Context: an optimization exercise on an open-source flow, tuned for a short achievable clock period and few clock cycles. The choices shown serve that exercise and are no tape-out recipe. The RTL was checked by simulation tests, not by an equivalence proof against the original design. Power and IR drop assume default switching activity.

===== design/flow/flow/run.sh =====
#!/bin/bash
# Layout flow: the standard ORFS flow (standard.sh: the same scripts and
# synthesis script), with these changes to how the layout is made:
#  - slow cells (high transistor stacks, adder cells, delay cells) are added
#    to the platform's don't-use list, so mapping and repair use faster
#    gates; flip-flop choices are unaffected;
#  - after synthesis, buf_1 is also kept out, so timing repair does not
#    build long chains of the weakest buffer.
# Each step's full output goes to its own log here (synth.log, layout.log);
# ORFS's per-step logs stay in orfs/logs.
set -o pipefail
BASE="sky130_fd_sc_hd__probe_p_8 sky130_fd_sc_hd__probec_p_8 sky130_fd_sc_hd__lpflow_bleeder_1 sky130_fd_sc_hd__lpflow_clkbufkapwr_1 sky130_fd_sc_hd__lpflow_clkbufkapwr_16 sky130_fd_sc_hd__lpflow_clkbufkapwr_2 sky130_fd_sc_hd__lpflow_clkbufkapwr_4 sky130_fd_sc_hd__lpflow_clkbufkapwr_8 sky130_fd_sc_hd__lpflow_clkinvkapwr_1 sky130_fd_sc_hd__lpflow_clkinvkapwr_16 sky130_fd_sc_hd__lpflow_clkinvkapwr_2 sky130_fd_sc_hd__lpflow_clkinvkapwr_4 sky130_fd_sc_hd__lpflow_clkinvkapwr_8 sky130_fd_sc_hd__lpflow_decapkapwr_12 sky130_fd_sc_hd__lpflow_decapkapwr_3 sky130_fd_sc_hd__lpflow_decapkapwr_4 sky130_fd_sc_hd__lpflow_decapkapwr_6 sky130_fd_sc_hd__lpflow_decapkapwr_8 sky130_fd_sc_hd__lpflow_inputiso0n_1 sky130_fd_sc_hd__lpflow_inputiso0p_1 sky130_fd_sc_hd__lpflow_inputiso1n_1 sky130_fd_sc_hd__lpflow_inputiso1p_1 sky130_fd_sc_hd__lpflow_inputisolatch_1 sky130_fd_sc_hd__lpflow_isobufsrc_1 sky130_fd_sc_hd__lpflow_isobufsrc_16 sky130_fd_sc_hd__lpflow_isobufsrc_2 sky130_fd_sc_hd__lpflow_isobufsrc_4 sky130_fd_sc_hd__lpflow_isobufsrc_8 sky130_fd_sc_hd__lpflow_isobufsrckapwr_16 sky130_fd_sc_hd__lpflow_lsbuf_lh_hl_isowell_tap_1 sky130_fd_sc_hd__lpflow_lsbuf_lh_hl_isowell_tap_2 sky130_fd_sc_hd__lpflow_lsbuf_lh_hl_isowell_tap_4 sky130_fd_sc_hd__lpflow_lsbuf_lh_isowell_4 sky130_fd_sc_hd__lpflow_lsbuf_lh_isowell_tap_1 sky130_fd_sc_hd__lpflow_lsbuf_lh_isowell_tap_2 sky130_fd_sc_hd__lpflow_lsbuf_lh_isowell_tap_4"
SLOW="sky130_fd_sc_hd__nor4_* sky130_fd_sc_hd__nor4b_* sky130_fd_sc_hd__nor4bb_* sky130_fd_sc_hd__or4_* sky130_fd_sc_hd__or4b_* sky130_fd_sc_hd__or4bb_* sky130_fd_sc_hd__o41a_* sky130_fd_sc_hd__o41ai_* sky130_fd_sc_hd__a2111o_* sky130_fd_sc_hd__a2111oi_* sky130_fd_sc_hd__xor3_* sky130_fd_sc_hd__xnor3_* sky130_fd_sc_hd__o32a_* sky130_fd_sc_hd__o32ai_* sky130_fd_sc_hd__o311a_* sky130_fd_sc_hd__o311ai_* sky130_fd_sc_hd__o2111a_* sky130_fd_sc_hd__o2111ai_* sky130_fd_sc_hd__dlygate* sky130_fd_sc_hd__dlymetal* sky130_fd_sc_hd__clkdlybuf* sky130_fd_sc_hd__fa_* sky130_fd_sc_hd__ha_* sky130_fd_sc_hd__nor3_* sky130_fd_sc_hd__or3_* sky130_fd_sc_hd__a222oi_* sky130_fd_sc_hd__nor3b_* sky130_fd_sc_hd__or3b_* sky130_fd_sc_hd__a311o_* sky130_fd_sc_hd__a311oi_* sky130_fd_sc_hd__o221ai_* sky130_fd_sc_hd__o221a_* sky130_fd_sc_hd__maj3_* sky130_fd_sc_hd__a21o_* sky130_fd_sc_hd__a211o_* sky130_fd_sc_hd__a221o_* sky130_fd_sc_hd__a22o_* sky130_fd_sc_hd__a2bb2o_* sky130_fd_sc_hd__a31o_* sky130_fd_sc_hd__a32o_* sky130_fd_sc_hd__a41o_* sky130_fd_sc_hd__o21a_* sky130_fd_sc_hd__o211a_* sky130_fd_sc_hd__o21ba_* sky130_fd_sc_hd__o22a_* sky130_fd_sc_hd__o2bb2a_* sky130_fd_sc_hd__o31a_* sky130_fd_sc_hd__and4_* sky130_fd_sc_hd__and4b_* sky130_fd_sc_hd__and4bb_* sky130_fd_sc_hd__a41oi_*"
bash standard.sh SETUP_SLACK_MARGIN=6.3  "DONT_USE_CELLS=$BASE $SLOW" synth > synth.log 2>&1 || exit 1
bash standard.sh SETUP_SLACK_MARGIN=6.3  "DONT_USE_CELLS=$BASE $SLOW sky130_fd_sc_hd__buf_1" finish > layout.log 2>&1

===== design/flow/standard.sh =====
#!/bin/bash
# synth_recipe.tcl (not shown) runs the flow's synth.tcl, then flattens the netlist and writes it again
# the make line also repeats each setting of config.mk as NAME=value (left out here)
make -C /OpenROAD-flow-scripts/flow DESIGN_CONFIG=/design/flow/config.mk WORK_HOME=/design/flow/orfs CLKGATE_MAP_FILE= SYNTH_SCRIPT=/design/flow/synth_recipe.tcl "${@:-finish}"

===== design/flow/config.mk =====
export PLATFORM = sky130hd
export DESIGN_NAME = pipelineCore
export DESIGN_NICKNAME = pipelineCore
export VERILOG_FILES = /design/flow/design.v
export SDC_FILE = /design/flow/constraint.sdc
export NUM_CORES = 8
export LEC_CHECK = 0
export ABC_CLOCK_PERIOD_IN_PS = 2500
export CAP_MARGIN = 60
export CORE_MARGIN = 2
export CORE_UTILIZATION = 45
export SLEW_MARGIN = 60

===== design/flow/constraint.sdc =====
create_clock -name core_clock -period 10.0 [get_ports {clk}]
set_input_delay 2.0000 -clock core_clock [delete_from_list [all_inputs] [get_ports {clk}]]
set_output_delay 2.0000 -clock core_clock [all_outputs]
set_load 0.01 [all_outputs]

===== design/flow/design.v =====
`default_nettype none
package isaPkg;
    typedef enum logic [5:0] {
        opAlu  = 6'h00,   
        opAddi = 6'h08,
        opLw   = 6'h23,
        opSw   = 6'h2b,
        opBeqz = 6'h04,
        opBltz = 6'h01,
        opJ    = 6'h02    
    } opcodeT;
    typedef enum logic [3:0] {
        aluAdd = 4'h0,
        aluSub = 4'h1,
        aluAnd = 4'h2,
        aluOr  = 4'h3,
        aluXor = 4'h4,
        aluSlt = 4'h5     
    } aluFuncT;
    typedef struct packed {
        opcodeT      opcode;
        logic [4:0]  rd;
        logic [4:0]  rs;
        logic [4:0]  rt;
        logic [6:0]  spare;   
        aluFuncT     func;
    } rTypeT;
    typedef struct packed {
        opcodeT      opcode;
        logic [4:0]  rd;      
        logic [4:0]  rs;
        logic [15:0] imm;
    } iTypeT;
    typedef union packed {
        rTypeT r;
        iTypeT i;
    } instrWordT;
    localparam instrWordT instrNop = '0;   
endpackage
`default_nettype wire
`default_nettype none
package corePkg;
    localparam int dataWidth    = 32;
    localparam int regAddrWidth = 5;
    localparam int numRegs      = 32;
    localparam int dataMemDepth     = 64;
    localparam int dataMemAddrWidth = $clog2(dataMemDepth);
    localparam int btbEntries  = 32;
    localparam int btbIdxWidth = $clog2(btbEntries);
    localparam int btbTagWidth = 5;    
    typedef struct packed {
        logic sub;      
        logic selSum;   
        logic selSlt;   
        logic selAnd;
        logic selOr;
        logic selXor;
        logic selLoad;  
    } aluCtlT;
endpackage
`default_nettype wire
`timescale 1ns/1ns
`default_nettype none
module fetchStage (
    input  wire logic                           clk,
    input  wire logic                           rstN,
    input  wire logic                           redirectE,
    input  wire logic [corePkg::dataWidth-1:0]  targetE,
    input  wire logic                           redirectD,
    input  wire logic                           stall,
    input  wire logic [corePkg::dataWidth-1:0]  targetD,
    input  wire logic                           dirWrite,
    input  wire logic                           dirTaken,
    input  wire logic [11:2]                    dirPc,
    output logic      [corePkg::dataWidth-1:0]  fetchAddr,
    input  wire logic [31:0]                    fetchInstr,
    output logic                                dValid,
    output logic      [31:0]                    dInstr,
    output logic      [corePkg::numRegs-1:0]    dRsSel,
    output logic      [corePkg::dataWidth-1:0]  dPc,
    output logic                                dPredTaken,
    output logic      [corePkg::dataWidth-1:2]  dTarget
);
    localparam int W  = corePkg::dataWidth;
    localparam int N  = corePkg::btbEntries;
    localparam int IW = corePkg::btbIdxWidth;
    localparam int TW = corePkg::btbTagWidth;
    logic [W-1:0]   pc, pcInv, pcOut, pcNext;
    logic [11:2]    pcLook;
    logic [W-1:2]   pcPlus4, targetJ, targetB, target;
    logic [N-1:0]   dirValid, dirBit, match;
    logic [N-1:0][TW-1:0] dirTag;
    logic [IW-1:0]  wrIdx;
    logic           lookTaken, lookNotTaken;
    logic [5:0]     opcode;
    logic           isJ, isBr, predTaken;
    assign fetchAddr = pcOut;   
    assign pc        = ~pcInv;
    assign pcPlus4   = pc[W-1:2] + (W-2)'(1);
    always_comb begin
        for (int e = 0; e < N; e++) begin
            match[e] = dirValid[e] && pcLook[IW+1:2] == IW'(e)
                       && dirTag[e] == pcLook[IW+TW+1:IW+2];
        end
    end
    assign lookTaken    = |(match & dirBit);
    assign lookNotTaken = |(match & ~dirBit);
    assign opcode = fetchInstr[31:26];
    assign isJ    = opcode == isaPkg::opJ;
    assign isBr   = opcode == isaPkg::opBeqz || opcode == isaPkg::opBltz;
    logic [16:0] brLow;
    logic [13:0] jLow;
    logic [13:0] jMid0, jMid1;
    logic [W-1:18] pcHi, pcHiInc, pcHiDec;
    logic [W-1:28] pcTop, pcTopInc, pcTopDec;
    logic          jCarry;
    assign pcHi     = pc[W-1:18];
    assign pcHiInc  = pcHi + 1'b1;
    assign pcHiDec  = pcHi - 1'b1;
    assign pcTop    = pc[W-1:28];
    assign pcTopInc = pcTop + 1'b1;
    assign pcTopDec = pcTop - 1'b1;
    prefixAdder #(.W(17)) i_addB (
        .a   ({1'b0, pc[17:2]}),
        .b   ({1'b0, fetchInstr[15:0]}),
        .cin (1'b0),
        .sum (brLow)
    );
    always_comb begin
        case ({fetchInstr[15], brLow[16]})
            2'b01:   targetB[W-1:18] = pcHiInc;
            2'b10:   targetB[W-1:18] = pcHiDec;
            default: targetB[W-1:18] = pcHi;
        endcase
        targetB[17:2] = brLow[15:0];
    end
    prefixAdder #(.W(14)) i_addJLow (
        .a   ({1'b0, pc[14:2]}),
        .b   ({1'b0, fetchInstr[12:0]}),
        .cin (1'b0),
        .sum (jLow)
    );
    assign jCarry = jLow[13];
    prefixAdder #(.W(14)) i_addJMid0 (
        .a   ({1'b0, pc[27:15]}),
        .b   ({1'b0, fetchInstr[25:13]}),
        .cin (1'b0),
        .sum (jMid0)
    );
    prefixAdder #(.W(14)) i_addJMid1 (
        .a   ({1'b0, pc[27:15]}),
        .b   ({1'b0, fetchInstr[25:13]}),
        .cin (1'b1),
        .sum (jMid1)
    );
    logic [W-1:28] topIf0, topIf1;
    always_comb begin
        case ({fetchInstr[25], jMid0[13]})
            2'b01:   topIf0 = pcTopInc;
            2'b10:   topIf0 = pcTopDec;
            default: topIf0 = pcTop;
        endcase
        case ({fetchInstr[25], jMid1[13]})
            2'b01:   topIf1 = pcTopInc;
            2'b10:   topIf1 = pcTopDec;
            default: topIf1 = pcTop;
        endcase
        targetJ[W-1:15] = jCarry ? {topIf1, jMid1[12:0]} : {topIf0, jMid0[12:0]};
        targetJ[14:2]   = jLow[12:0];
    end
    assign predTaken = isJ || (isBr && (lookTaken || (!lookNotTaken && fetchInstr[15])));
    assign target    = ({(W-2){isJ}} & targetJ) | ({(W-2){!isJ}} & targetB);
    logic          early, useJ, useB;
    logic [W-1:0]  pcOther;
    assign early   = redirectE || redirectD || stall;
    assign useJ    = !early && isJ;
    assign useB    = !early && isBr && predTaken;
    always_comb begin
        if (redirectE)      pcOther = targetE;
        else if (redirectD) pcOther = targetD;
        else if (stall)     pcOther = pc;
        else                pcOther = {pcPlus4, 2'b00};
    end
    assign pcNext = {({(W-2){useJ}} & targetJ) | ({(W-2){useB}} & targetB)
                     | ({(W-2){!useJ && !useB}} & pcOther[W-1:2]), 2'b00};
    always_ff @(posedge clk or negedge rstN) begin
        if (!rstN) begin
            pcOut  <= '0;
            pcInv  <= '1;
            dValid <= 1'b0;
        end else begin
            pcOut  <= pcNext;
            pcInv  <= ~pcNext;
            if (redirectE || redirectD) dValid <= 1'b0;   
            else if (!stall)            dValid <= 1'b1;
        end
    end
    always_ff @(posedge clk) begin
        pcLook <= pcNext[11:2];
    end
    always_ff @(posedge clk) begin
        if (!stall) begin
            dInstr <= fetchInstr;
            for (int i = 0; i < corePkg::numRegs; i++) dRsSel[i] <= fetchInstr[20:16] == 5'(i);
        end
        dPc        <= pc;
        dPredTaken <= predTaken;
        dTarget    <= target;
    end
    assign wrIdx = dirPc[IW+1:2];
    always_ff @(posedge clk or negedge rstN) begin
        if (!rstN) begin
            dirValid <= '0;
        end else if (dirWrite) begin
            dirValid[wrIdx] <= 1'b1;
        end
    end
    always_ff @(posedge clk) begin
        for (int e = 0; e < N; e++) begin
            if (dirWrite && wrIdx == IW'(e)) begin
                dirTag[e] <= dirPc[IW+TW+1:IW+2];
                dirBit[e] <= dirTaken;
            end
        end
    end
endmodule
`default_nettype wire
`timescale 1ns/1ns
`default_nettype none
module registerFile (
    input  wire logic                              clk,
    input  wire logic                              rstN,
    input  wire logic [corePkg::numRegs-1:0]       readSelA,     
    input  wire logic [corePkg::regAddrWidth-1:0]  readAddrB,
    input  wire logic [corePkg::regAddrWidth-1:0]  readAddrC,
    output logic      [corePkg::dataWidth-1:0]     readDataA,
    output logic                                   readZeroA,    
    output logic      [corePkg::dataWidth-1:0]     readDataB,
    output logic      [corePkg::dataWidth-1:0]     readDataC,
    input  wire logic                              writeEnable,
    input  wire logic [corePkg::regAddrWidth-1:0]  writeAddr,
    input  wire logic [corePkg::dataWidth-1:0]     writeData,
    input  wire logic                              writeZero     
);
    logic [corePkg::numRegs-1:0][corePkg::dataWidth-1:0] regs;
    logic [corePkg::numRegs-1:0]   written, isZero;
    always_ff @(posedge clk or negedge rstN) begin
        if (!rstN) begin
            written <= '0;
        end else if (writeEnable && writeAddr != '0) begin
            written[writeAddr] <= 1'b1;
        end
    end
    always_ff @(posedge clk) begin
        for (int i = 1; i < corePkg::numRegs; i++) begin
            if (writeEnable && writeAddr == 5'(i)) begin
                regs[i]   <= writeData;
                isZero[i] <= writeZero;   
            end
        end
    end
    always_comb begin
        readDataA = '0;
        readZeroA = 1'b0;
        for (int i = 0; i < corePkg::numRegs; i++) begin
            readDataA = readDataA | ({corePkg::dataWidth{readSelA[i] && written[i]}} & regs[i]);
            readZeroA = readZeroA | (readSelA[i] && (!written[i] || isZero[i]));
        end
    end
    assign readDataB = written[readAddrB] ? regs[readAddrB] : '0;
    assign readDataC = written[readAddrC] ? regs[readAddrC] : '0;
endmodule
`default_nettype wire
`timescale 1ns/1ns
`default_nettype none
module hazardUnit (
    input  wire logic [corePkg::regAddrWidth-1:0]  srcA,
    input  wire logic [corePkg::regAddrWidth-1:0]  srcB,
    input  wire logic [corePkg::regAddrWidth-1:0]  srcC,
    input  wire logic [corePkg::regAddrWidth-1:0]  eDest,
    input  wire logic                              eRegWrite,    
    input  wire logic [corePkg::regAddrWidth-1:0]  wbDest,
    input  wire logic                              wbEnable,     
    output logic                                   fwdA,         
    output logic                                   fwdB,
    output logic                                   fwdC,
    output logic                                   bypA,         
    output logic                                   bypB,
    output logic                                   bypC
);
    assign fwdA = eRegWrite && eDest == srcA;
    assign fwdB = eRegWrite && eDest == srcB;
    assign fwdC = eRegWrite && eDest == srcC;
    assign bypA = wbEnable && wbDest == srcA;
    assign bypB = wbEnable && wbDest == srcB;
    assign bypC = wbEnable && wbDest == srcC;
endmodule
`default_nettype wire
`timescale 1ns/1ns
`default_nettype none
module decodeStage (
    input  wire logic                              clk,
    input  wire logic                              rstN,
    input  wire logic                              dValid,
    input  wire logic [31:0]                       dInstr,
    input  wire logic [corePkg::numRegs-1:0]       dRsSel,       
    input  wire logic [corePkg::dataWidth-1:0]     dPc,
    input  wire logic                              dPredTaken,
    input  wire logic [corePkg::dataWidth-1:2]     dTarget,
    input  wire logic                              redirectE,
    input  wire logic                              wbEnable,
    input  wire logic [corePkg::regAddrWidth-1:0]  wbDest,
    input  wire logic [corePkg::dataWidth-1:0]     wbData,
    input  wire logic [corePkg::dataMemDepth-1:0]  nextMemSel,   
    input  wire logic                              wbZero,
    output logic                                   stall,
    output logic                                   redirectD,
    output logic      [corePkg::dataWidth-1:0]     targetD,
    output logic                                   eValid,
    output logic                                   eRegWrite,
    output logic                                   eMemWrite,
    output logic                                   eIsBeqz,
    output logic                                   eIsBltz,
    output logic                                   eIsJ,
    output logic                                   ePredTaken,
    output logic      [corePkg::regAddrWidth-1:0]  eDest,
    output corePkg::aluCtlT                        eAluCtl,
    output logic      [corePkg::dataWidth-1:0]     eOpA,
    output logic      [corePkg::dataWidth-1:0]     eOpB,
    output logic      [corePkg::dataWidth-1:0]     eOpC,
    output logic                                   eAZero,
    output logic      [corePkg::dataMemDepth-1:0]  eMemSel,
    output logic                                   eFwdA,
    output logic                                   eFwdBr,
    output logic                                   eFwdB,
    output logic                                   eFwdC,
    output logic      [corePkg::dataWidth-1:2]     eRecover,
    output logic      [11:2]                       ePc
);
    localparam int W = corePkg::dataWidth;
    logic [5:0]   opcode;
    logic [4:0]   rd, rs, rt;
    logic         isAlu, isAddi, isLw, isSw, isBeqz, isBltz, isJ;
    logic         useB, regWrite;
    logic [W-1:0] immExt;
    logic [W-1:2] pcPlus4;
    logic [corePkg::dataMemDepth-1:0] memSel;
    logic [W-1:0] regA, regB, regC, valA, valB, valC;
    logic         regZeroA, zeroA, takenD, resolveD;
    logic         fwdA, fwdB, fwdC, bypA, bypB, bypC;
    corePkg::aluCtlT aluCtl;
    assign opcode = dInstr[31:26];
    assign rd     = dInstr[25:21];
    assign rs     = dInstr[20:16];
    assign rt     = dInstr[15:11];
    assign isAlu  = opcode == isaPkg::opAlu;
    assign isAddi = opcode == isaPkg::opAddi;
    assign isLw   = opcode == isaPkg::opLw;
    assign isSw   = opcode == isaPkg::opSw;
    assign isBeqz = opcode == isaPkg::opBeqz;
    assign isBltz = opcode == isaPkg::opBltz;
    assign isJ    = opcode == isaPkg::opJ;
    assign useB     = isAlu;
    assign regWrite = (isAlu || isAddi || isLw) && rd != '0;
    always_comb begin
        aluCtl        = '0;
        aluCtl.selSum = 1'b1;   
        if (isLw) begin
            aluCtl.selSum  = 1'b0;
            aluCtl.selLoad = 1'b1;
        end else if (isAlu) begin
            case (dInstr[3:0])
                4'h1: aluCtl.sub = 1'b1;
                4'h2: begin aluCtl.selSum = 1'b0; aluCtl.selAnd = 1'b1; end
                4'h3: begin aluCtl.selSum = 1'b0; aluCtl.selOr  = 1'b1; end
                4'h4: begin aluCtl.selSum = 1'b0; aluCtl.selXor = 1'b1; end
                4'h5: begin aluCtl.selSum = 1'b0; aluCtl.selSlt = 1'b1; aluCtl.sub = 1'b1; end
                default: ;
            endcase
        end
    end
    registerFile i_registerFile (
        .clk         (clk),
        .rstN        (rstN),
        .readSelA    (dRsSel),
        .readAddrB   (rt),
        .readAddrC   (rd),
        .readDataA   (regA),
        .readZeroA   (regZeroA),
        .readDataB   (regB),
        .readDataC   (regC),
        .writeEnable (wbEnable),
        .writeAddr   (wbDest),
        .writeData   (wbData),
        .writeZero   (wbZero)
    );
    hazardUnit i_hazardUnit (
        .srcA      (rs),
        .srcB      (rt),
        .srcC      (rd),
        .eDest     (eDest),
        .eRegWrite (eRegWrite),
        .wbDest    (wbDest),
        .wbEnable  (wbEnable),
        .fwdA      (fwdA),
        .fwdB      (fwdB),
        .fwdC      (fwdC),
        .bypA      (bypA),
        .bypB      (bypB),
        .bypC      (bypC)
    );
    assign valA = bypA ? wbData : regA;
    assign valB = bypB ? wbData : regB;
    assign valC = bypC ? wbData : regC;
    assign zeroA     = bypA ? wbZero : regZeroA;
    assign takenD    = isBeqz ? zeroA : valA[W-1];
    assign resolveD  = (isBeqz || isBltz) && !fwdA;
    assign redirectD = dValid && resolveD && takenD != dPredTaken && !redirectE;
    assign targetD   = {dPredTaken ? pcPlus4 : dTarget, 2'b00};
    assign immExt  = {{(W-16){dInstr[15]}}, dInstr[15:0]};
    assign stall = dValid && (isLw || isSw) && fwdA
                   && (eAluCtl.selLoad || eAluCtl.selSlt) && !redirectE;
    sumDecode i_memDecode (
        .base   (valA[7:0]),
        .offset (dInstr[7:0]),
        .sel    (memSel)
    );
    assign pcPlus4 = dPc[W-1:2] + (W-2)'(1);
    always_ff @(posedge clk or negedge rstN) begin
        if (!rstN) begin
            eValid     <= 1'b0;
            eRegWrite  <= 1'b0;
            eMemWrite  <= 1'b0;
            eIsBeqz    <= 1'b0;
            eIsBltz    <= 1'b0;
            eIsJ       <= 1'b0;
            ePredTaken <= 1'b0;
            eDest      <= '0;
        end else if (!dValid || redirectE || stall) begin
            eValid     <= 1'b0;   
            eRegWrite  <= 1'b0;
            eMemWrite  <= 1'b0;
            eIsBeqz    <= 1'b0;
            eIsBltz    <= 1'b0;
            eIsJ       <= 1'b0;
            ePredTaken <= 1'b0;
            eDest      <= '0;
        end else begin
            eValid     <= 1'b1;
            eRegWrite  <= regWrite;
            eMemWrite  <= isSw;
            eIsBeqz    <= isBeqz;
            eIsBltz    <= isBltz;
            eIsJ       <= isJ;
            ePredTaken <= resolveD ? takenD : dPredTaken;
            eDest      <= rd;
        end
    end
    always_ff @(posedge clk) begin
        eAluCtl  <= aluCtl;
        eOpA     <= valA;
        eOpB     <= useB ? valB : immExt;
        eOpC     <= valC;
        eAZero   <= bypA ? wbZero : regA == '0;
        eMemSel  <= fwdA ? nextMemSel : memSel;
        eFwdA    <= fwdA;
        eFwdBr   <= fwdA && (isBeqz || isBltz);   
        eFwdB    <= useB && fwdB;
        eFwdC    <= fwdC;
        eRecover <= dPredTaken ? pcPlus4 : dTarget;   
        ePc      <= dPc[11:2];
    end
endmodule
`default_nettype wire
`timescale 1ns/1ns
`default_nettype none
module prefixAdder #(
    parameter int W = 32
) (
    input  wire logic [W-1:0] a,
    input  wire logic [W-1:0] b,
    input  wire logic         cin,
    output logic      [W-1:0] sum
);
    localparam int L = $clog2(W);
    logic [W-1:0] p, g;
    logic [W-1:0] gl [L+1];
    logic [W-1:0] pl [L+1];
    logic [W:0]   carry;
    assign p = a ^ b;
    assign g = a & b;
    always_comb begin
        gl[0]    = g;
        pl[0]    = p;
        gl[0][0] = g[0] | (p[0] & cin);
        for (int l = 1; l <= L; l++) begin
            for (int i = 0; i < W; i++) begin
                if (i >= (1 << (l - 1))) begin
                    gl[l][i] = gl[l-1][i] | (pl[l-1][i] & gl[l-1][i - (1 << (l - 1))]);
                    pl[l][i] = pl[l-1][i] & pl[l-1][i - (1 << (l - 1))];
                end else begin
                    gl[l][i] = gl[l-1][i];
                    pl[l][i] = pl[l-1][i];
                end
            end
        end
    end
    assign carry = {gl[L], cin};
    assign sum   = p ^ carry[W-1:0];
endmodule
module executeStage (
    input  wire logic                              clk,
    input  wire logic                              rstN,
    input  wire logic                              eValid,
    input  wire logic                              eRegWrite,
    input  wire logic                              eMemWrite,
    input  wire logic                              eIsBeqz,
    input  wire logic                              eIsBltz,
    input  wire logic                              eIsJ,
    input  wire logic                              ePredTaken,
    input  wire logic [corePkg::regAddrWidth-1:0]  eDest,
    input  wire corePkg::aluCtlT                   eAluCtl,
    input  wire logic [corePkg::dataWidth-1:0]     eOpA,
    input  wire logic [corePkg::dataWidth-1:0]     eOpB,
    input  wire logic [corePkg::dataWidth-1:0]     eOpC,
    input  wire logic                              eAZero,
    input  wire logic [corePkg::dataMemDepth-1:0]  eMemSel,
    input  wire logic [7:0]                        nextOffset,   
    output logic      [corePkg::dataMemDepth-1:0]  nextMemSel,   
    input  wire logic                              eFwdA,
    input  wire logic                              eFwdBr,       
    input  wire logic                              eFwdB,
    input  wire logic                              eFwdC,
    input  wire logic [corePkg::dataWidth-1:2]     eRecover,
    input  wire logic [11:2]                       ePc,
    output logic                                   redirectE,
    output logic      [corePkg::dataWidth-1:0]     targetE,
    output logic                                   dirWrite,
    output logic                                   dirTaken,
    output logic      [11:2]                       dirPc,
    output logic                                   wbEnable,
    output logic      [corePkg::regAddrWidth-1:0]  wbDest,
    output logic      [corePkg::dataWidth-1:0]     wbData,
    output logic      [corePkg::regAddrWidth-1:0]  wbDestOut,     
    output logic      [corePkg::dataWidth-1:0]     wbDataOut,
    output logic                                   wbZero        
);
    localparam int W = corePkg::dataWidth;
    logic [W-1:0] a, b, c, bAdd, sum, loadData, result;
    logic         slt, aZero, aNeg;
    logic [7:0]   logicLow;
    logic [corePkg::dataMemDepth-1:0] nextSelAdd, nextSelLogic;
    assign a = eFwdA ? wbData : eOpA;
    assign b = eFwdB ? wbData : eOpB;
    assign c = eFwdC ? wbData : eOpC;
    assign bAdd = eAluCtl.sub ? ~b : b;
    prefixAdder #(.W(W)) i_adder (
        .a   (a),
        .b   (bAdd),
        .cin (eAluCtl.sub),
        .sum (sum)
    );
    assign slt = (a[W-1] != b[W-1]) ? a[W-1] : sum[W-1];
    sumDecode3 i_nextAdd (
        .a   (a[7:0]),
        .b   (bAdd[7:0]),
        .m   (nextOffset),
        .cin (eAluCtl.sub),
        .sel (nextSelAdd)
    );
    assign logicLow = eAluCtl.selAnd ? (a[7:0] & b[7:0]) :
                      eAluCtl.selOr  ? (a[7:0] | b[7:0]) : (a[7:0] ^ b[7:0]);
    sumDecode i_nextLogic (
        .base   (logicLow),
        .offset (nextOffset),
        .sel    (nextSelLogic)
    );
    assign nextMemSel = eAluCtl.selSum ? nextSelAdd : nextSelLogic;
    memoryStage i_memoryStage (
        .clk         (clk),
        .rstN        (rstN),
        .sel         (eMemSel),
        .writeEnable (eValid && eMemWrite),
        .writeData   (c),
        .readData    (loadData)
    );
    assign result = ({W{eAluCtl.selSum}}  & sum)
                  | ({W{eAluCtl.selAnd}}  & (a & b))
                  | ({W{eAluCtl.selOr}}   & (a | b))
                  | ({W{eAluCtl.selXor}}  & (a ^ b))
                  | ({W{eAluCtl.selLoad}} & loadData)
                  | {{(W-1){1'b0}}, eAluCtl.selSlt && slt};
    assign wbZero = wbData == '0;
    assign aZero     = eFwdBr ? wbZero : eAZero;
    assign aNeg      = eFwdBr ? wbData[W-1] : eOpA[W-1];
    assign redirectE = eValid && ((eIsBeqz && aZero != ePredTaken)
                               || (eIsBltz && aNeg != ePredTaken)
                               || (eIsJ && !ePredTaken));
    assign targetE   = {eRecover, 2'b00};
    assign dirWrite  = eValid && (eIsBeqz || eIsBltz);
    assign dirTaken  = eIsBeqz ? aZero : aNeg;
    assign dirPc     = ePc;
    always_ff @(posedge clk or negedge rstN) begin
        if (!rstN) begin
            wbEnable  <= 1'b0;
            wbDestOut <= '0;
            wbDataOut <= '0;
        end else begin
            wbEnable  <= eRegWrite;
            wbDestOut <= eDest;
            wbDataOut <= result;
        end
    end
    always_ff @(posedge clk) begin
        wbDest <= eDest;
        wbData <= result;
    end
endmodule
`default_nettype wire
`timescale 1ns/1ns
`default_nettype none
module sumDecode (
    input  wire logic [7:0]                        base,
    input  wire logic [7:0]                        offset,
    output logic      [corePkg::dataMemDepth-1:0]  sel
);
    logic [5:0] x, cLow, cHigh;
    logic       c2;
    assign c2 = (base[1] & offset[1]) | ((base[1] ^ offset[1]) & base[0] & offset[0]);
    always_comb begin
        for (int j = 0; j < 6; j++) begin
            x[j] = base[j+2] ^ offset[j+2];
            if (j == 0) begin
                cLow[j]  = c2;
                cHigh[j] = c2;
            end else begin
                cLow[j]  = base[j+1] | offset[j+1];   
                cHigh[j] = base[j+1] & offset[j+1];   
            end
        end
        for (int k = 0; k < corePkg::dataMemDepth; k++) begin
            sel[k] = 1'b1;
            for (int j = 0; j < 6; j++) begin
                if (j > 0 && k[j-1])
                    sel[k] = sel[k] & ((x[j] ^ k[j]) == cHigh[j]);
                else
                    sel[k] = sel[k] & ((x[j] ^ k[j]) == cLow[j]);
            end
        end
    end
endmodule
module sumDecode3 (
    input  wire logic [7:0]                        a,
    input  wire logic [7:0]                        b,
    input  wire logic [7:0]                        m,
    input  wire logic                              cin,
    output logic      [corePkg::dataMemDepth-1:0]  sel
);
    logic [7:0] s, c;
    assign s = a ^ b ^ m;
    assign c = {(a[6:0] & b[6:0]) | (a[6:0] & m[6:0]) | (b[6:0] & m[6:0]), cin};
    sumDecode i_decode (
        .base   (s),
        .offset (c),
        .sel    (sel)
    );
endmodule
module memoryStage (
    input  wire logic                              clk,
    input  wire logic                              rstN,
    input  wire logic [corePkg::dataMemDepth-1:0]  sel,
    input  wire logic                              writeEnable,
    input  wire logic [corePkg::dataWidth-1:0]     writeData,
    output logic      [corePkg::dataWidth-1:0]     readData
);
    localparam int D = corePkg::dataMemDepth;
    logic [corePkg::dataWidth-1:0] dataMem [D];
    logic [D-1:0]                  written;
    always_ff @(posedge clk or negedge rstN) begin
        if (!rstN) begin
            written <= '0;
        end else begin
            for (int k = 0; k < D; k++) begin
                if (writeEnable && sel[k]) written[k] <= 1'b1;
            end
        end
    end
    always_ff @(posedge clk) begin
        for (int k = 0; k < D; k++) begin
            if (writeEnable && sel[k]) dataMem[k] <= writeData;
        end
    end
    always_comb begin
        readData = '0;
        for (int k = 0; k < D; k++) begin
            readData = readData | ({corePkg::dataWidth{sel[k] && written[k]}} & dataMem[k]);
        end
    end
endmodule
`default_nettype wire
`timescale 1ns/1ns
`default_nettype none
module pipelineCore (
    input  wire logic                              clk,
    input  wire logic                              rstN,
    output logic      [corePkg::dataWidth-1:0]     fetchAddr,
    input  wire isaPkg::instrWordT                 fetchInstr,
    output logic                                   wbEnable,
    output logic      [corePkg::regAddrWidth-1:0]  wbDest,
    output logic      [corePkg::dataWidth-1:0]     wbData
);
    logic [corePkg::regAddrWidth-1:0]  wbDestInt;
    logic [corePkg::dataWidth-1:0]     wbDataInt;
    localparam int W = corePkg::dataWidth;
    logic                              dValid, dPredTaken;
    logic [31:0]                       dInstr;
    logic [corePkg::numRegs-1:0]       dRsSel;
    logic [W-1:0]                      dPc;
    logic [W-1:2]                      dTarget;
    logic                              redirectE, redirectD;
    logic [W-1:0]                      targetE, targetD;
    logic                              dirWrite, dirTaken;
    logic [11:2]                       dirPc;
    logic                              eValid, eRegWrite, eMemWrite;
    logic                              eIsBeqz, eIsBltz, eIsJ;
    logic                              ePredTaken;
    logic [corePkg::regAddrWidth-1:0]  eDest;
    corePkg::aluCtlT                   eAluCtl;
    logic [W-1:0]                      eOpA, eOpB, eOpC;
    logic                              eAZero, wbZero;
    logic [corePkg::dataMemDepth-1:0]  eMemSel, nextMemSel;
    logic                              eFwdA, eFwdBr, eFwdB, eFwdC;
    logic                              stall;
    logic [W-1:2]                      eRecover;
    logic [11:2]                       ePc;
    fetchStage i_fetchStage (
        .clk, .rstN, .redirectE, .targetE, .redirectD, .targetD, .stall, .dirWrite, .dirTaken, .dirPc,
        .fetchAddr, .fetchInstr,
        .dValid, .dInstr, .dRsSel, .dPc, .dPredTaken, .dTarget
    );
    decodeStage i_decodeStage (
        .clk, .rstN, .dValid, .dInstr, .dRsSel, .dPc, .dPredTaken, .dTarget,
        .redirectE, .wbEnable, .wbDest (wbDestInt), .wbData (wbDataInt), .wbZero,
        .stall, .redirectD, .targetD, .nextMemSel,
        .eValid, .eRegWrite, .eMemWrite, .eIsBeqz, .eIsBltz, .eIsJ,
        .ePredTaken, .eDest, .eAluCtl,
        .eOpA, .eOpB, .eOpC, .eAZero, .eMemSel, .eFwdA, .eFwdBr, .eFwdB, .eFwdC,
        .eRecover, .ePc
    );
    executeStage i_executeStage (
        .clk, .rstN, .eValid, .eRegWrite, .eMemWrite,
        .eIsBeqz, .eIsBltz, .eIsJ, .ePredTaken,
        .eDest, .eAluCtl, .eOpA, .eOpB, .eOpC, .eAZero, .eMemSel,
        .eFwdA, .eFwdBr, .eFwdB, .eFwdC, .eRecover, .ePc,
        .nextOffset (dInstr[7:0]), .nextMemSel,
        .redirectE, .targetE, .dirWrite, .dirTaken, .dirPc,
        .wbEnable, .wbDest (wbDestInt), .wbData (wbDataInt), .wbZero,
        .wbDestOut (wbDest), .wbDataOut (wbData)
    );
endmodule
`default_nettype wire

==> results of run 1 <==
-- per-layer routing --
| layer | vias up | global-route usage (%) | share of wire, % |
|---|---|---|---|
| met4 | 32 | 23.1 | 8.0 |
| met3 | 2747 | 11.5 | 15 |
| met5 | - | 0 | 0.033 |
| met1 | 59500 | 45.8 | 33 |
| li1 | 45300 | - | - |
| met2 | 10600 | 55.4 | 44 |
-- synth_stat cells, drive strengths merged --
| library cell | n |
|---|---|
| dfstp | 30 |
| a21oi | 209 |
| conb | 1 |
| a32oi | 21 |
| o2bb2ai | 13 |
| o21ai | 281 |
| a211oi | 29 |
| o21bai | 11 |
| nand4bb | 13 |
| nand2b | 83 |
| nor2 | 754 |
| xnor2 | 304 |
| a31oi | 31 |
| dfrtp | 209 |
| edfxtp | 3327 |
| dfxtp | 320 |
| mux2 | 184 |
| a21boi | 15 |
| and2b | 1 |
| xor2 | 135 |
| mux4 | 597 |
| nand2 | 607 |
| nand3b | 15 |
| a22oi | 1574 |
| o22ai | 48 |
| inv | 208 |
| buf | 181 |
| and2 | 157 |
| or2 | 63 |
| clkinv | 3 |
| a2bb2oi | 11 |
| a21bo | 5 |
| a221oi | 20 |
| and3b | 31 |
| nor2b | 83 |
| o31ai | 16 |
| clkbuf | 569 |
| and3 | 166 |
| nand3 | 98 |
| nand4 | 488 |
| o211ai | 46 |
| nand4b | 21 |
| mux2i | 145 |
-- registers in the layout, summed over array words and instances (netlist names), 64 cells and up --
name and flops:
i_executeStage.i_memoryStage.dataMem 2048, i_decodeStage.i_registerFile.regs 992, i_fetchStage.dirTag 160, i_decodeStage.eMemSel 64, i_executeStage.i_memoryStage.written 64
-- kinds of logic (layout without fill, tap and decap cells) --
| group | Yosys count | in the layout | synth area share [%] |
|---|---|---|---|
| AOI/OAI and AO/OA | 2330 | 2330 | 9.86 |
| xor gates and xnor gates | 439 | 439 | 2.32 |
| buffers and inverters | 961 | 1867 | 2.30 |
| muxes | 926 | 926 | 10.2 |
| other | 1 | 30 | 0.00226 |
| DFF | 3886 | 3886 | 67.6 |
| and+or+nand+nor | 2580 | 2580 | 7.72 |
-- worst max-delay path, stage by stage --
cell	delay, ns
buf_8	0.11
nand2b_4	0.14
a21bo_4	0.22
a31oi_4	0.18
a21oi_4	0.11
o211ai_1	0.32
a221oi_4	0.13
or2_4	0.29
a211oi_4	0.20
buf_6	0.17
o21ai_2	0.06
nand2_2	0.16
a21oi_4	0.09
mux2_4	0.32
a31oi_1	0.16
-- layout by cell type (no fill, tap or decap), types with 159 or more instances in the layout --
cell / instances
nor2_1: 654
edfxtp_1: 3327
inv_1: 204
nand4_1: 488
dfrtp_1: 198
a21oi_1: 186
dfxtp_1: 298
buf_2: 356
xnor2_1: 278
clkbuf_16: 418
mux2_2: 159
mux4_2: 596
o21ai_0: 225
buf_4: 211
a22oi_1: 1568
nand2_1: 584
-- worst paths after layout --
check                                                         start                      endpoint  slack, ns  cells after the start
min                                             i_fetchStage.dPc[4]          i_decodeStage.ePc[4]       0.38                      0
max in group asynchronous                                      rstN  i_executeStage.wbDataOut[14]       7.89                      4
min in group asynchronous                                      rstN     i_fetchStage.dirValid[19]       0.85                      1
min reg2reg                                     i_fetchStage.dPc[4]          i_decodeStage.ePc[4]       0.38                      0
max                                                   fetchInstr[4]      i_fetchStage.dTarget[26]       6.22                     15
max reg2reg                i_decodeStage.i_registerFile.written[15]          i_decodeStage.eAZero       6.23                     12
-- what timing repair did --
| action | CTS | global route |
|---|---|---|
| endpoints found under the setup margin | 235 | 173 |
| gates resized for setup | 233 | 235 |
| cloned | 4 | 5 |
| pin swaps | 57 | 96 |
| buffers inserted | 87 | 119 |
-- power by group through the flow --
| stage | sequential, mW | combinational [mW] | clock (mW) |
|---|---|---|---|
| after floorplan | 19.0 | 2.57 | 0 |
| after global placement | 19.3 | 3.69 | 0 |
| after detailed placement | 19.3 | 3.87 | 0 |
| after CTS | 19.0 | 4.07 | 15.1 |
| after global routing | 19.0 | 4.85 | 15.7 |
| final | 19.0 | 4.57 | 15.1 |
-- metrics by stage --
stage | instances | setup WS [ns] | instance area [um^2] | hold slack, ns | power, mW
after global routing | 16900 | 6.18 | 195000 | 0.385 | 39.6
after CTS | 16700 | 6.29 | 193000 | 0.380 | 38.2
after global placement | 15700 | 4.33 | 173000 | 0.369 | 23.0
after detailed placement | 15900 | 4.97 | 178000 | 0.369 | 23.2
final | 16900 | 6.22 | 195000 | 0.382 | 38.6
after floorplan | 11100 | 5.77 | 167000 | 0.358 | 21.6
-- cell type report --
cell class	count	area share [%]
well taps	4837	3.10
flip-flops and latches	3886	57.6
diodes	28	0.0359
clock inverters	206	1.07
clock buffers	538	5.64
repair buffers	912	4.79
multi-input cells	6277	27.3
inverters	211	0.410
==> flow_results.org, run 1 <==
** STA
- Final Setup Violations :: 0
- Headroom to the max-slew limit :: approximately 48%
- Final min period :: approximately 3.8 ns
- The final hold violation count is 0.
- The count of final max-slew check failures is 0.
- Timing would allow up to around 260 MHz.
- Clock skew on the completed layout was measured at around 0.10 ns.
- Sum Neg Setup Slack :: 0 ns
- RSZ-0062 raised after global routing :: yes
- Share of the clock period used by the worst path :: a little under two fifths
- For the pin with the worst max-slew slack, the measured transition is a little under 0.8 ns.

** Detailed routing
- First-iteration detailed-routing DRC count :: approximately 20k
- Via count :: roughly 120k
- Routed via count divided by cell count :: around 7
- For this block, the routed nets add up to approximately 700 mm of wire.
- Remaining number of nets flagged by the antenna check after routing :: 0
- Average wire length per cell after detail routing :: between 40 and 50 um
- Iteration count of the initial detailed-routing pass :: 8
- After detailed routing, the number of remaining DRC violations is 0.

** Status
- Result of the run :: complete, no violations

** Placement
- After legalization and detailed placement, the total HPWL measured roughly 440 mm.
- Input and output buffers added on the ports amount to 101.
- Final RePlAce weighted congestion :: 0.940

** Clock network
- After clock tree synthesis, the flow added hold-fix buffers numbering 0.
- CTS sink count :: approximately 4k
- Clock tree from TritonCTS :: done
- TritonCTS created 400 clock buffers.
- Worst-skew pair later-pin latency :: about 1.1 ns
- The clock tree synthesis step divided the H-tree into 5 levels.
- Clock-pin slew was measured on the worst setup and hold paths at about 0.060 ns.
- Clock tree synthesis selected as its root buffer the cell clkbuf_16.
- Clk buf depth :: 4

** Pwr
- Largest voltage drop on the vdd net :: 149 uV
- Per report_power, the combinational group accounts for between 10% and 20% of the total.
- Per report_power, the clock group accounts for approximately 40% of the total.
- For this design the static power due to leakage is approximately 64 nW.
- Net switching power figure :: 9.95 mW
- Pint :: between 20 and 30 mW
- Sequential cells account for 49.2% of the total power.
- For this design the ratio of total power to cell area is 198 nW/um^2.
- In this run switching power makes up 25.8% of total power.

** Layout
- The post-route netlist has between 20 and 25% of its cells at a drive strength greater than 1.
- Final core utilization :: 53.0%
- Filler Cells Inserted :: approximately 30k
- Registers take between 100000 and 150000 um^2.
- Fin nets :: roughly 12k
- In the final layout, the multi-input gates occupy about 53000 um^2.
- Post-synthesis to final-layout area growth :: 17.3%

** Yosys
- Proportion of synthesized chip area in sequential cells :: ~68%
- The number of different library cells used by synthesis comes to between 70 and 80.
- After synthesis the cells add up to 166000 um^2.
- Biggest area contributors in the synthesized netlist :: edfxtp_1 60%, mux4_2 8.1%, a22oi_1 7.1%
- Synth Register Bits :: just under 4k
- The Yosys step of the flow raised 49 warnings.
- edfxtp_1 takes more of the synthesized area than any other cell.
- Dividing the synthesized area by the synthesized cell count gives roughly 15 um^2.
- Mapped Cells :: approximately 11k
- The top cell type by area accounts for 60.1% of the synthesized area.

** Global route
- The number of global-route vias before repair is between 100k and 150k.
- Entering global routing, the biggest net connects 65 pins.
- The number of antenna violations at the first check in global routing is between 40 and 50.
- Wire length of the first global-routing pass :: around 940 mm
- Remaining Overflow, GRT :: 0
- For this run, the total global-route usage over all layers was measured as between 30% and 40%.

** Worst setup path
- Required arrival time at the worst endpoint :: between 10 and 15 ns
- CP Class :: input pin to flip-flop
- Nature of the critical path startpoint :: input pin
- Along the worst path, the maximum fanout reaches 4.
- Data arrives at the worst endpoint at 4.67 ns.
- STA classifies the critical path endpoint as a flip-flop.

** Die
- During I/O placement, the number of pins put on the boundary was ~100.
- The die is 612 um wide.
- For this configuration, the core starts out at a cell density of between 40% and 50%.
- The die covers around 370000 um^2.
- Die height :: 612 um
- Row generation in the floorplan step produced 223 rows.
- In this run the standard cell core region covers around 370000 um^2.

** Hold path
- Type of the most critical hold path :: flip-flop to flip-flop

** Flow run
- Maxcap violations :: 0
Testbench counts, summed over its fixed seeds: cycles 61,491.
==> inputs of run 2 (changes only) <==
--- a/design/flow/design.v
+++ b/design/flow/design.v
@@ -68,6 +68,10 @@
     input  wire logic [corePkg::dataWidth-1:0]  targetE,
     input  wire logic                           redirectD,
     input  wire logic                           stall,
+    input  wire logic                           hintValid,
+    input  wire logic [4:0]                     hintReg,
+    input  wire logic                           hintNeg,
+    input  wire logic                           hintZero,
     input  wire logic [corePkg::dataWidth-1:0]  targetD,
     input  wire logic                           dirWrite,
     input  wire logic                           dirTaken,
@@ -168,7 +172,11 @@
         targetJ[W-1:15] = jCarry ? {topIf1, jMid1[12:0]} : {topIf0, jMid0[12:0]};
         targetJ[14:2]   = jLow[12:0];
     end
-    assign predTaken = isJ || (isBr && (lookTaken || (!lookNotTaken && fetchInstr[15])));
+    logic useHint, hintTaken;
+    assign useHint   = hintValid && isBr && fetchInstr[20:16] == hintReg;
+    assign hintTaken = opcode == isaPkg::opBltz ? hintNeg : hintZero;
+    assign predTaken = isJ || (isBr && (useHint ? hintTaken
+                                        : (lookTaken || (!lookNotTaken && fetchInstr[15]))));
     assign target    = ({(W-2){isJ}} & targetJ) | ({(W-2){!isJ}} & targetB);
     logic          early, useJ, useB;
     logic [W-1:0]  pcOther;
@@ -314,6 +322,10 @@
     input  wire logic [corePkg::dataMemDepth-1:0]  nextMemSel,   
     input  wire logic                              wbZero,
     output logic                                   stall,
+    output logic                                   hintValid,    
+    output logic      [corePkg::regAddrWidth-1:0]  hintReg,      
+    output logic                                   hintNeg,      
+    output logic                                   hintZero,     
     output logic                                   redirectD,
     output logic      [corePkg::dataWidth-1:0]     targetD,
     output logic                                   eValid,
@@ -418,6 +430,11 @@
     assign redirectD = dValid && resolveD && takenD != dPredTaken && !redirectE;
     assign targetD   = {dPredTaken ? pcPlus4 : dTarget, 2'b00};
     assign immExt  = {{(W-16){dInstr[15]}}, dInstr[15:0]};
+    assign hintValid = dValid && isAddi && rd == rs && rd != '0
+                       && dInstr[15:0] == 16'd1 && !fwdA;
+    assign hintReg   = rd;
+    assign hintZero  = &valA;
+    assign hintNeg   = valA[W-1] && !hintZero;
     assign stall = dValid && (isLw || isSw) && fwdA
                    && (eAluCtl.selLoad || eAluCtl.selSlt) && !redirectE;
     sumDecode i_memDecode (
@@ -730,18 +747,20 @@
     logic                              eAZero, wbZero;
     logic [corePkg::dataMemDepth-1:0]  eMemSel, nextMemSel;
     logic                              eFwdA, eFwdBr, eFwdB, eFwdC;
-    logic                              stall;
+    logic                              stall, hintValid, hintNeg, hintZero;
+    logic [corePkg::regAddrWidth-1:0]  hintReg;
     logic [W-1:2]                      eRecover;
     logic [11:2]                       ePc;
     fetchStage i_fetchStage (
-        .clk, .rstN, .redirectE, .targetE, .redirectD, .targetD, .stall, .dirWrite, .dirTaken, .dirPc,
+        .clk, .rstN, .redirectE, .targetE, .redirectD, .targetD, .stall, .hintValid, .hintReg, .hintNeg, .hintZero, .dirWrite, .dirTaken, .dirPc,
         .fetchAddr, .fetchInstr,
         .dValid, .dInstr, .dRsSel, .dPc, .dPredTaken, .dTarget
     );
     decodeStage i_decodeStage (
         .clk, .rstN, .dValid, .dInstr, .dRsSel, .dPc, .dPredTaken, .dTarget,
         .redirectE, .wbEnable, .wbDest (wbDestInt), .wbData (wbDataInt), .wbZero,
-        .stall, .redirectD, .targetD, .nextMemSel,
+        .stall, .hintValid, .hintReg, .hintNeg, .hintZero,
+        .redirectD, .targetD, .nextMemSel,
         .eValid, .eRegWrite, .eMemWrite, .eIsBeqz, .eIsBltz, .eIsJ,
         .ePredTaken, .eDest, .eAluCtl,
         .eOpA, .eOpB, .eOpC, .eAZero, .eMemSel, .eFwdA, .eFwdBr, .eFwdB, .eFwdC,
==> run 2 against run 1 <==
Compared with the run above:
- cell count rose by 2.9%
- via count grew 5.6%
- highest routed layer unchanged
- combinational power grew 3%
- core utilization grew 1.1 points
- largest cell class unchanged
- non-clock buffer count is 245 higher
- first-iteration DRC count increased by 16%
- register-to-register slack lost 0.59 ns
- clock skew increased by 0.051 ns
- fmax fell by 13%
==> flow_results.org, run 2 <==
** Status
- The flow ran to the end and the layout has no timing, DRC or antenna violations.

** Worst setup path
- Arrival time at the worst endpoint :: 5.28 ns (+0.61 ns)
- CP delay by family, top :: simple AND/OR/NAND/NOR gates
- Cell repeated most along the worst path :: nand4_1
- Required arrival time at the worst endpoint :: 10.92 ns (+0.03 ns)
- CP bufs+invs :: 3 (+1)
- Reg-to-reg slack, setup :: 5.64 ns (-0.59 ns)
- Walking the worst path, the cells encountered are nand3_1 > nand4_1 > and3b_1 > nand4bb_4 > mux2_2 > nand4_1 > nor2_2 > nand4_1 > mux2_4 > nand2_2 > a21bo_4 > nand2_8 > nor2_4 > buf_12 > buf_6 > buf_6 > a22oi_2 > nor2b_1.
- Critical path's largest stage delay :: 0.73 ns (+0.41 ns)
- The worst setup path is launched from a flip-flop.
- Crit-path max FO :: 7 (+3)
- Worst Setup SP :: i_decodeStage.i_registerFile.regs[629]
- Standard cell with the maximum stage delay on the critical path :: edfxtp_1
- The worst register-to-register path begins at i_decodeStage.i_registerFile.regs[629].
- The worst setup path is captured at a flip-flop.
- CP Class :: flip-flop to flip-flop

** Yosys
- Leading cell types by count after synthesis :: 3327 x edfxtp_1, 1419 x a22oi_1, 718 x nor2_1
- The number of cells produced by synthesis came to 11.3k (+1.3%).
- The sequential element share of the synthesized area came to 67.3% (-0.23 points).
- Distinct cells, synth :: 64 (-11%)
- The count of flip-flops with a built-in enable after synthesis is 3327 (unchanged).
- By area the synthesized netlist is led by edfxtp_1 60%, mux4_2 8.1%, a22oi_1 6.4%.
- Synth Register Bits :: 3886 (unchanged)
- Number of warnings printed during yosys synthesis :: 49 (unchanged)
- The post-synthesis async set-or-reset flop share was 6.15% (unchanged).
- Post-synth top flop :: edfxtp_1
- Post-synth top area share :: 59.9% (-0.20 points)
- Most common cell in the netlist :: edfxtp_1
- The biggest area contributor in the post-synthesis netlist is edfxtp_1.
- The average cell area after synthesis came to 14.8 um^2 (-0.92%).
- Cell Area, Synth :: 167000 um^2 (+0.34%)

** STA
- Upper clock frequency limit :: 229 MHz (-13%)
- The slew of the pin with the lowest slew margin was 0.707 ns (-0.0645 ns).
- Headroom to the max-slew limit :: 52.8% (+4.6 points)
- The count of final max-slew check failures was 0 (unchanged).
- Share of the clock period used by the worst path :: 43.6% (+5.8 points)
- The shortest clock period the worst path allows after layout came to 4.36 ns (+0.583 ns).
- Hold Fails Final Rpt :: 0 (unchanged)
- The worst clock skew on the final layout was 0.155 ns (+0.0508 ns).
- Min Hold Slack :: 0.370 ns (-0.0113 ns)
- Sum Neg Setup Slack :: 0 ns (unchanged)
- Final Setup Violations :: 0 (unchanged)
- Setup repair after global routing could not meet its margin everywhere.

** Detailed routing
- The number of iterations in the first detailed-routing pass came to 15 (+7).
- The average vias per placed instance came to 7.17 (+2.5%).
- The via total after detailed routing was 125k (+5.6%).
- The total wire length came to 785 mm (+12%).
- First-iteration detailed-routing DRC count :: 23.5k (+16%)
- The average detailed-routed wire length per instance came to 45.1 um (+8.6%).
- Remaining number of nets flagged by the antenna check after routing :: 0 (unchanged)
- DRC :: 0 (unchanged)

** Layout
- Reg with most FFs :: i_executeStage.i_memoryStage.dataMem
- In the final layout, the registers with the most flip-flops are i_executeStage.i_memoryStage.dataMem (2048), i_decodeStage.i_registerFile.regs (992), i_fetchStage.dirTag (160).
- Fin cells :: 17.4k (+2.9%)
- Fin nets :: 12.1k (+3.2%)
- Final core utilization :: 54.0% (+1.1 points)
- Commonest cells after routing, fill and taps aside :: 3327 x edfxtp_1, 1404 x a22oi_1, 617 x nor2_1, 599 x mux4_2, 556 x nand2_1
- Share of post-route cells with drive strength above 1 :: 27.0% (+2.2 points)
- Filler Cells Inserted :: 29.4k (-0.43%)
- The flip-flop count of the largest register after layout was 2048 (unchanged).
- The area growth from synthesis to layout is 19.6%.
- The library cell used most frequently in the layout, excluding fill and tap cells, is edfxtp_1.
- The register area was 113000 um^2 (about the same).
- Area used by multi-input combinational logic :: 54500 um^2 (+2.3%)

** Flow run
- Maxcap violations :: 0 (unchanged)

** Global route
- Via count of the first global-routing pass :: 117k (+4.3%)
- Antenna violations before repair :: 63 (+50%)
- Pin count of the biggest net entering global routing :: 65 (unchanged)
- The total overflow reported by the global router was 0 (unchanged).
- The first-pass GRT wire length was 1040 mm (+10%).
- The global-route total usage across every layer came to 41.0% (+4.4 points).

** Placement
- Placed Instances :: 16.2k (+1.6%)
- Final RePlAce weighted congestion :: 1.06 (+13%)
- Final HPWL from detailed placement :: 506 mm (+16%)
- Number of port buffers :: 101 (unchanged)

** Pwr
- Static leakage :: 66.4 nW (+3.0%)
- The largest voltage drop on the vdd net was 167 uV (+12%).
- The power density over the cells came to 197 nW/um^2 (-0.33%).

** Clock network
- In this run the clock root is driven by a clkbuf_16.
- The CTS sink count was 3886 (unchanged).
- Number of CTS-inserted buffers :: 400 (unchanged)
- The CTS H-tree depth was 5 (unchanged).
- Clk buf depth :: 4 (unchanged)
- Clock-pin slew of the registers on the worst-case setup and hold paths :: 0.06 ns (about the same)
- Worst-skew pair later-pin latency :: 1.07 ns (+0.02 ns)
- Clock tree from TritonCTS :: done

** Die
- Die X-Extent :: 613 um (+0.17%)
- Die outline area :: 376000 um^2 (+0.34%)
- Die height :: 613 um (+0.17%)
- # rows :: 223 (unchanged)
- The number of top-level pins is 104 (unchanged).
- The core region area is 369000 um^2 (+0.23%).
- Initial core utilization :: 45.2% (+0.051 points)

** Hold path
- Type of the most critical hold path :: flip-flop to flip-flop
- Hold Crit Start :: i_fetchStage.dPc[10]
-- run 2: cell types whose count changed after synthesis, sizes merged, moves of 28 or more --
cell / before / now
nand3: 98 / 335
nor2: 754 / 722
a21oi: 209 / 176
a22oi: 1574 / 1419
and3b: 31 / 75
xor2: 135 / 97
clkbuf: 569 / 608
a32oi: 21 / 78
nand4: 488 / 516
xnor2: 304 / 345
o22ai: 48 / 76
o21ai: 281 / 312
nand2: 607 / 577
-- run 2: path summary, 6_finish.rpt --
check                                                                end  cells after the start
min in group asynchronous                   i_executeStage.wbDataOut[18]                      1
worst min-delay path                               i_decodeStage.ePc[10]                      0
worst min register to register                     i_decodeStage.ePc[10]                      0
worst max-delay path                              i_fetchStage.pcInv[23]                     18
max in group asynchronous       i_decodeStage.i_registerFile.written[21]                      6
worst max register to register                    i_fetchStage.pcInv[23]                     18
-- run 2: logic make-up after synthesis --
kind of cell              Yosys count  synth area share, %
AOI/OAI and AO/OA                2216                 9.30
buffers and inverters             998                 2.35
xor gates and xnor gates          442                 2.32
and+or+nand+nor                  2803                 8.56
other                               1              0.00225
muxes                             918                 10.1
DFF                              3886                 67.3
-- run 2: cell type report --
| type | count | area share [%] |
|---|---|---|
| Antenna cell | 43 | 0.0539 |
| Inverter | 233 | 0.440 |
| Clock buffer | 495 | 5.41 |
| Sequential cell | 3886 | 56.4 |
| Timing Repair Buffer | 1157 | 5.98 |
| Tap cell | 4950 | 3.10 |
| Clock inverter | 245 | 1.28 |
| Multi-Input combinational cell | 6384 | 27.3 |
-- run 2: timing repair --
| action | 4_1_cts | 5_1_grt |
|---|---|---|
| gates cloned | 14 | 4 |
| endpoints found under the setup margin | 281 | 224 |
| pin swaps | 137 | 116 |
| gates resized for setup | 529 | 191 |
| setup buffers | 340 | 85 |
| hold buffers | 0 | 0 |
-- run 2: layer usage --
metal	global-route usage [%]	wire length (um)
met5	0.0129	660
met4	30.1	75100
met3	13.5	111000
met2	60.8	339000
met1	50.0	259000
-- run 2: power by group --
| part | switching [mW] | internal, mW |
|---|---|---|
| Clock | 6.68 | 8.83 |
| Combinational | 2.86 | 1.84 |
| Sequential | 0.781 | 18.4 |
-- run 2: stage by stage --
step	worst slack, ns	cell area [um^2]	total power [mW]
2_1_floorplan	5.33	167000	21.7
5_1_grt	5.76	199000	40.3
3_5_place_dp	4.17	179000	23.5
6_report	5.64	200000	39.4
4_1_cts	5.95	197000	39.0
3_3_place_gp	3.36	174000	23.3
Testbench counts of run 2, summed over its fixed seeds: cycles 60,673.

==> static timing again, ports no longer ideal <==
The flow's constraints put no driver on any port. The routed layouts listed below were extracted and timed again, unchanged, in two steps. Step 1 sets driving cells, clkbuf_16 on the clock port and buf_2 on the other inputs (assumed; they add their load-dependent delay and slew). Step 2 moves the port delays by t, midway between the first and last clock arrival at a register: inputs arrive t later, outputs are due t later. That takes back most of the time a late clock gives input paths. a / b / c = ideal ports / drivers / drivers and shift; a / b = the first two.
run	shift t [ns]	setup WS [ns]	worst hold slack (ns)	worst setup path at the end	worst slew at a driven data input, ns
run 1	1.093	6.222 / 6.188 / 5.193	0.382 / 0.382 / 0.382	input to register	0.17
run 2	1.121	5.640 / 5.640 / 4.749	0.370 / 0.370 / 0.370	input to register	0.15
After both steps setup and hold are still met in every run listed. The setup slack of run 1, which loses most, moves by -0.034 ns with the drivers and by -1.029 ns with both steps.
